Source: an optimization exercise on an open RTL-to-GDS flow (aim: small area and a short achievable clock period). Production flows keep margins and buffers that such runs may drop.
The RTL was checked by simulation tests, not by an equivalence proof against the original design.
No activity file was given, so power comes from the tool's default toggle rates.

==> flow/design.v <==
module ddr5_dimm_responder (
  input  logic        clk,
  input  logic        rst,
  input  logic        cmd_valid,
  input  logic [2:0]  cmd_type,
  input  logic        cmd_channel,
  input  logic [2:0]  cmd_bg,
  input  logic [1:0]  cmd_bank,
  input  logic [15:0] cmd_row,
  input  logic [5:0]  cmd_col,
  output logic        rd_valid,
  output logic [26:0] rd_tag,
  output logic        wr_ack,
  output logic [26:0] wr_tag,
  output logic        err_valid,
  output logic [2:0]  err_code,
  output logic [5:0]  open_banks
);
  localparam logic [6:0] T_ACT_LD = 7'd114;   
  localparam logic [6:0] T_PRE_LD = 7'd38;
  localparam logic [6:0] T_RAS    = 7'd40;    
  localparam logic [6:0] T_OPEN   = 7'd76;    
  localparam int         RDL      = 39;       
  logic [2:0]  eff;
  assign eff = (cmd_valid && !cmd_channel) ? cmd_type : 3'd0;
  logic [2:0]  p_type;
  logic [4:0]  p_idx;
  logic [15:0] p_row;
  logic [5:0]  p_col;
  always_ff @(posedge clk) begin
    p_type <= eff;
    p_idx  <= {cmd_bg, cmd_bank};
    p_row  <= cmd_row;
    p_col  <= cmd_col;
  end
  logic dec_q;   
  always_ff @(posedge clk or posedge rst) begin
    if (rst) dec_q <= 1'b0;
    else     dec_q <= !dec_q && (eff == 3'd1 || eff == 3'd3 || eff == 3'd5);
  end
  logic [4:0] idx_in;
  assign idx_in = {cmd_bg, cmd_bank};
  logic [6:0]  tmr  [32];
  logic [15:0] rows [32];
  logic        f_act, f_pre;
  logic [4:0]  f_idx;
  logic [31:0] pre_ok_v, pre_err_v;
  always_comb begin
    for (int i = 0; i < 32; i++) begin
      pre_ok_v[i]  = (tmr[i] == T_RAS) && !(f_pre && f_idx == 5'(i));
      pre_err_v[i] = (tmr[i] > T_RAS) || (f_act && f_idx == 5'(i));
    end
  end
  logic [6:0] s_p;
  logic       closed_p, live_p, open_p;
  assign s_p      = tmr[p_idx];
  assign closed_p = (s_p == 7'd0);
  assign live_p   = (s_p >= T_RAS);
  assign open_p   = live_p && (s_p <= T_OPEN);
  logic p_is_act, p_is_rd;
  assign p_is_act = (p_type == 3'd1);
  assign p_is_rd  = (p_type == 3'd3);
  logic pair_ok, pair_err;
  logic [2:0] pair_code;
  assign pair_ok   = (eff == p_type + 3'd1) && (idx_in == p_idx) &&
                     (p_is_act ? (cmd_row == p_row) : (cmd_col == p_col));
  assign pair_err  = p_is_act ? !closed_p : !open_p;
  assign pair_code = p_is_act ? (live_p ? 3'd1 : 3'd5) : 3'd2;
  logic is_half2, is_pre;
  assign is_half2 = (eff == 3'd2) || (eff == 3'd4) || (eff == 3'd6);
  assign is_pre   = (eff == 3'd7);
  logic err_v_d, exec_act, exec_rw, exec_pre;
  logic [2:0] err_c_d;
  assign err_v_d  = dec_q ? (!pair_ok || pair_err) : (is_half2 || (is_pre && pre_err_v[idx_in]));
  assign err_c_d  = dec_q ? (pair_ok ? pair_code : 3'd4) : (is_half2 ? 3'd4 : 3'd3);
  assign exec_act = dec_q && pair_ok && p_is_act && closed_p;
  assign exec_rw  = dec_q && pair_ok && !p_is_act && open_p;
  assign exec_pre = !dec_q && is_pre && pre_ok_v[idx_in];
  logic       err_valid_q;
  logic [2:0] err_code_q;
  logic [5:0] open_q;
  always_ff @(posedge clk or posedge rst) begin
    if (rst) begin
      err_valid_q <= 1'b0;
      err_code_q  <= 3'd0;
      f_act       <= 1'b0;
      f_pre       <= 1'b0;
      open_q      <= 6'd0;
    end else begin
      err_valid_q <= err_v_d;
      err_code_q  <= err_c_d;
      f_act       <= exec_act;
      f_pre       <= exec_pre;
      open_q      <= open_q + {5'd0, f_act} - {5'd0, f_pre};
    end
  end
  always_ff @(posedge clk) f_idx <= dec_q ? p_idx : idx_in;
  always_ff @(posedge clk or posedge rst) begin
    if (rst) begin
      for (int i = 0; i < 32; i++) tmr[i] <= 7'd0;
    end else begin
      for (int i = 0; i < 32; i++) begin
        if (f_act && f_idx == 5'(i))      tmr[i] <= T_ACT_LD;
        else if (f_pre && f_idx == 5'(i)) tmr[i] <= T_PRE_LD;
        else if (tmr[i] != 7'd0 && tmr[i] != T_RAS) tmr[i] <= tmr[i] - 7'd1;
      end
    end
  end
  always_ff @(posedge clk) begin
    for (int i = 0; i < 32; i++)
      if (dec_q && p_is_act && closed_p && p_idx == 5'(i)) rows[i] <= p_row;
  end
  logic [RDL:1] v_q;
  logic [RDL:1] r_q;
  logic [10:0]  d_q [1:RDL-1];
  always_ff @(posedge clk or posedge rst) begin
    if (rst) v_q <= '0;
    else     v_q <= {v_q[RDL-1:1], exec_rw};
  end
  always_ff @(posedge clk) begin
    r_q    <= {r_q[RDL-1:1], p_is_rd};
    d_q[1] <= {p_idx, p_col};
    for (int k = 2; k < RDL; k++) d_q[k] <= d_q[k-1];
  end
  logic [4:0]  sel_idx;
  logic [15:0] row_m;
  logic        wr_look, rd_look;
  assign sel_idx = v_q[RDL-1] ? d_q[RDL-1][10:6] : d_q[RDL-2][10:6];
  assign row_m   = rows[sel_idx];
  assign wr_look = v_q[RDL-2] && !r_q[RDL-2];
  assign rd_look = v_q[RDL-1] && r_q[RDL-1];
  logic        rd_valid_q, wr_ack_q;
  logic [26:0] rd_tag_q, wr_tag_q;
  always_ff @(posedge clk or posedge rst) begin
    if (rst) begin
      rd_valid_q <= 1'b0;
      wr_ack_q   <= 1'b0;
      rd_tag_q   <= '0;
      wr_tag_q   <= '0;
    end else begin
      rd_valid_q <= v_q[RDL] && r_q[RDL];
      wr_ack_q   <= wr_look;
      if (rd_look) rd_tag_q <= {d_q[RDL-1][10:6], row_m, d_q[RDL-1][5:0]};
      if (wr_look) wr_tag_q <= {d_q[RDL-2][10:6], row_m, d_q[RDL-2][5:0]};
    end
  end
  assign rd_valid   = rd_valid_q;
  assign rd_tag     = rd_tag_q;
  assign wr_ack     = wr_ack_q;
  assign wr_tag     = wr_tag_q;
  assign err_valid  = err_valid_q;
  assign err_code   = err_code_q;
  assign open_banks = open_q;
endmodule
Settings: LEC_CHECK=0, CAP_MARGIN=20, CORE_MARGIN=2, CORE_UTILIZATION=40, SLEW_MARGIN=20; clock period 20.0 ns.
standard.sh (not shown) runs the stock make flow with config.mk's settings and CLKGATE_MAP_FILE= SYNTH_SCRIPT=/design/flow/synth_recipe.tcl, a recipe that flattens the netlist after the stock synthesis.
==> flow/flow/run.sh <==
#!/bin/bash
# Standard ORFS layout (the standard.sh), with repair_timing asked to leave extra setup
# margin so the layout is optimised well below the 20 ns constraint. Constraints are unchanged.
set -euo pipefail
MARGIN=$(cat flow/margin.txt)
bash standard.sh SETUP_SLACK_MARGIN=$MARGIN finish > standard_make.log 2>&1
==> flow/flow/margin.txt <==
14
The baseline completed without violations.
Edit:
==> flow/run.sh (new file) <==
#!/bin/bash
# synth_recipe.tcl (not shown) runs the flow's synth.tcl, then flattens the netlist and writes it again
# the make line also repeats each setting of config.mk as NAME=value (left out here)
make -C /OpenROAD-flow-scripts/flow DESIGN_CONFIG=/design/flow/config.mk WORK_HOME=/design/flow/orfs CLKGATE_MAP_FILE= SYNTH_SCRIPT=/design/flow/synth_recipe.tcl finish
removed: flow/flow/run.sh
removed: flow/flow/margin.txt
removed: flow/standard.sh
Effect:
- clock skew goes up by 9.1 ps
- design area stays flat
- critical path depth goes down by 1
- total power stays flat
- worst hold slack got worse by 8.2 ps
- sequential power stays flat

==> what the ideal ports hide <==
No port has a modelled driver above. Below, the same layouts with a new extraction and two added sets of constraints. Step 1 (the two cells are an assumption about what drives the block):
set clk [get_ports {clk}]
set_driving_cell -lib_cell sky130_fd_sc_hd__clkbuf_16 $clk
set_driving_cell -lib_cell sky130_fd_sc_hd__buf_2 [delete_from_list [all_inputs] $clk]
Step 2 also shifts input and output timing later by t, the mid clock arrival at the registers, as if the neighbouring blocks saw the same clock. Slacks: no drivers / after step 1 / after step 2; pairs: no drivers / after step 1.
run	shift t [ns]	setup WS [ns]	hold WS [ns]	clock arrival spread, ns	cell pins on the clock port's net
the first run	0.805	14.012 / 14.058 / 13.253	0.314 / 0.314 / 0.314	0.042 / 0.042	1
the second run	0.804	13.597 / 13.644 / 12.840	0.306 / 0.306 / 0.306	0.051 / 0.051	1
After both steps setup and hold are still met in every run listed. The setup slack of the first run, which loses most, moves by +0.046 ns with the drivers and by -0.759 ns with both steps.
